What follows belongs to an exercise in optimizing a design on an open flow for small area, a short achievable clock period and few clock cycles per item; a production flow would make more cautious choices.
The RTL was checked by simulation tests, not by an equivalence proof against the original design.

## integer_dct_8x8_2d
module integer_dct_8x8_2d (
  input  logic                                clk,
  input  logic                                rst_n,
  input  logic                                in_valid,
  output logic                                in_stall,
  input  logic [dct2d_pkg::SAMPLE_W-1:0]      in_sample_0,
  input  logic [dct2d_pkg::SAMPLE_W-1:0]      in_sample_1,
  input  logic [dct2d_pkg::SAMPLE_W-1:0]      in_sample_2,
  input  logic [dct2d_pkg::SAMPLE_W-1:0]      in_sample_3,
  input  logic [dct2d_pkg::SAMPLE_W-1:0]      in_sample_4,
  input  logic [dct2d_pkg::SAMPLE_W-1:0]      in_sample_5,
  input  logic [dct2d_pkg::SAMPLE_W-1:0]      in_sample_6,
  input  logic [dct2d_pkg::SAMPLE_W-1:0]      in_sample_7,
  output logic                                out_valid,
  input  logic                                out_stall,
  output logic signed [dct2d_pkg::COEF_W-1:0] out_coef_0,
  output logic signed [dct2d_pkg::COEF_W-1:0] out_coef_1,
  output logic signed [dct2d_pkg::COEF_W-1:0] out_coef_2,
  output logic signed [dct2d_pkg::COEF_W-1:0] out_coef_3,
  output logic signed [dct2d_pkg::COEF_W-1:0] out_coef_4,
  output logic signed [dct2d_pkg::COEF_W-1:0] out_coef_5,
  output logic signed [dct2d_pkg::COEF_W-1:0] out_coef_6,
  output logic signed [dct2d_pkg::COEF_W-1:0] out_coef_7,
  output logic                                out_last_row
);
  logic [2:0]  ph;        
  logic [2:0]  wr;        
  logic        in_v;      
  logic        in_vb;     
  logic [63:0] in_row_r;
  logic [63:0] in_row_b;
  logic [63:0] in_row;
  ...
==> flow/config.mk <==
export PLATFORM = sky130hd
export DESIGN_NAME = integer_dct_8x8_2d
export DESIGN_NICKNAME = integer_dct_8x8_2d
export VERILOG_FILES = /design/flow/design.v
export SDC_FILE = /design/flow/constraint.sdc
export NUM_CORES = 4
export LEC_CHECK = 0
export ABC_AREA = 1
export CAP_MARGIN = 20
export CORE_MARGIN = 2
export CORE_UTILIZATION = 60
export CTS_CLUSTER_DIAMETER = 60
export CTS_CLUSTER_SIZE = 25
export SETUP_SLACK_MARGIN = 3.8
export SLEW_MARGIN = 20
export TNS_END_PERCENT = 5
==> flow/constraint.sdc <==
create_clock -name core_clock -period 7.5 [get_ports {clk}]
set_input_delay 1.5000 -clock core_clock [delete_from_list [all_inputs] [get_ports {clk}]]
set_output_delay 1.5000 -clock core_clock [all_outputs]
set_load 0.01 [all_outputs]
run.sh (not shown) runs the stock make flow with config.mk's settings and CLKGATE_MAP_FILE= SYNTH_SCRIPT=/design/flow/synth_recipe.tcl, a recipe that flattens the netlist after the stock synthesis.
The first run finished clean.
Testbench counts at the start, summed over its fixed seeds: cycles 2,208, blocks 256.
Change:
Settings changed: SETUP_SLACK_MARGIN 3.8 to 3.7, TNS_END_PERCENT 5 to unset.
Clock-buffer cell count does not change.
Global-route usage drops by 0.32 points.
Die area stays the same.

integer_dct_8x8_2d, a different RTL version from the one above (not shown whole).
Size: roughly 7,700 cells after synthesis.
==> flow/config.mk <==
export PLATFORM = sky130hd
export DESIGN_NAME = integer_dct_8x8_2d
export DESIGN_NICKNAME = integer_dct_8x8_2d
export VERILOG_FILES = /design/flow/design.v
export SDC_FILE = /design/flow/constraint.sdc
export NUM_CORES = 4
export LEC_CHECK = 0
export ABC_AREA = 1
export CAP_MARGIN = 20
export CORE_MARGIN = 2
export CORE_UTILIZATION = 60
export CTS_CLUSTER_DIAMETER = 60
export CTS_CLUSTER_SIZE = 25
export SETUP_SLACK_MARGIN = 4.3
export SLEW_MARGIN = 20
==> flow/constraint.sdc <==
create_clock -name core_clock -period 7.5 [get_ports {clk}]
set_input_delay 1.5000 -clock core_clock [delete_from_list [all_inputs] [get_ports {clk}]]
set_output_delay 1.5000 -clock core_clock [all_outputs]
set_load 0.01 [all_outputs]
Testbench counts at the start, summed over its fixed seeds: cycles 2,208, blocks 256.
Edit:
Settings changed: SETUP_SLACK_MARGIN 4.3 to 3.5.
- maximum frequency shrinks by 1.9%
- setup slack degrades by 0.075 ns
- design area shrinks by 9.5%

RTL: one of the versions met above, not the one the previous note started from.
For scale: ~7,400 cells after synthesis, roughly 1,700 flip-flops, roughly 89,000 um^2 of cells after synthesis.
==> flow/config.mk <==
export PLATFORM = sky130hd
export DESIGN_NAME = integer_dct_8x8_2d
export DESIGN_NICKNAME = integer_dct_8x8_2d
export VERILOG_FILES = /design/flow/design.v
export SDC_FILE = /design/flow/constraint.sdc
export NUM_CORES = 4
export LEC_CHECK = 0
export ABC_AREA = 1
export CAP_MARGIN = 20
export CORE_MARGIN = 2
export CORE_UTILIZATION = 60
export CTS_CLUSTER_DIAMETER = 60
export CTS_CLUSTER_SIZE = 25
export SETUP_SLACK_MARGIN = 3.7
export SLEW_MARGIN = 20
export TNS_END_PERCENT = 5
==> flow/constraint.sdc <==
create_clock -name core_clock -period 7.5 [get_ports {clk}]
set_input_delay 1.5000 -clock core_clock [delete_from_list [all_inputs] [get_ports {clk}]]
set_output_delay 1.5000 -clock core_clock [all_outputs]
set_load 0.01 [all_outputs]
Testbench counts at the start, summed over its fixed seeds: cycles 2,208, blocks 256.
==> next run, changes <==
Settings changed: SETUP_SLACK_MARGIN 3.7 to 3.9, TNS_END_PERCENT 5 to default.
Cell area grows by 1.7%.
Count of clock-buffer cells in the layout is unchanged.
Synthesized cell count does not change.
Via count grows by 1.3%.
Flip-flop and latch count is unchanged.
Routed wire length grows by 1.4%.
Fmax grows by about 2.5%.
Setup slack gets better by 0.095 ns.
Core utilization grows by 1.1 points.

## separate check: timing with driven ports
In the flow no input, the clock included, has a driving cell. The finished layouts below were timed again as built, in two steps. Step 1 (the two cells are an assumption about what drives the block):
set clk [get_ports {clk}]
set_driving_cell -lib_cell sky130_fd_sc_hd__clkbuf_16 $clk
set_driving_cell -lib_cell sky130_fd_sc_hd__buf_2 [delete_from_list [all_inputs] $clk]
Step 2 also shifts input and output timing later by t, the mid clock arrival at the registers, as if the neighbouring blocks saw the same clock. Slacks: ideal ports / drivers / drivers and shift; pairs: ideal ports / drivers.
run | shift t [ns] | slack for setup (ns) | latest minus earliest clock arrival (ns) | worst slew at a driven data input, ns
the first run of note 1 | 0.849 | 3.668 / 3.668 / 3.056 | 0.039 / 0.039 | 0.06
the second run of note 1 | 0.845 | 3.692 / 3.692 / 3.117 | 0.058 / 0.058 | 0.06
the first run of note 2 | 0.881 | 3.705 / 3.705 / 3.705 | 0.045 / 0.045 | 0.09
the second run of note 2 | 0.873 | 3.630 / 3.630 / 3.630 | 0.047 / 0.047 | 0.09
the first run of note 3 | 0.849 | 3.611 / 3.611 / 3.013 | 0.037 / 0.037 | 0.06
the second run of note 3 | 0.857 | 3.706 / 3.706 / 3.274 | 0.060 / 0.060 | 0.06
After both steps every run listed still meets setup and hold. The setup slack of the first run of note 1, which loses most, moves by 0.000 ns with the drivers and by -0.612 ns with both steps.
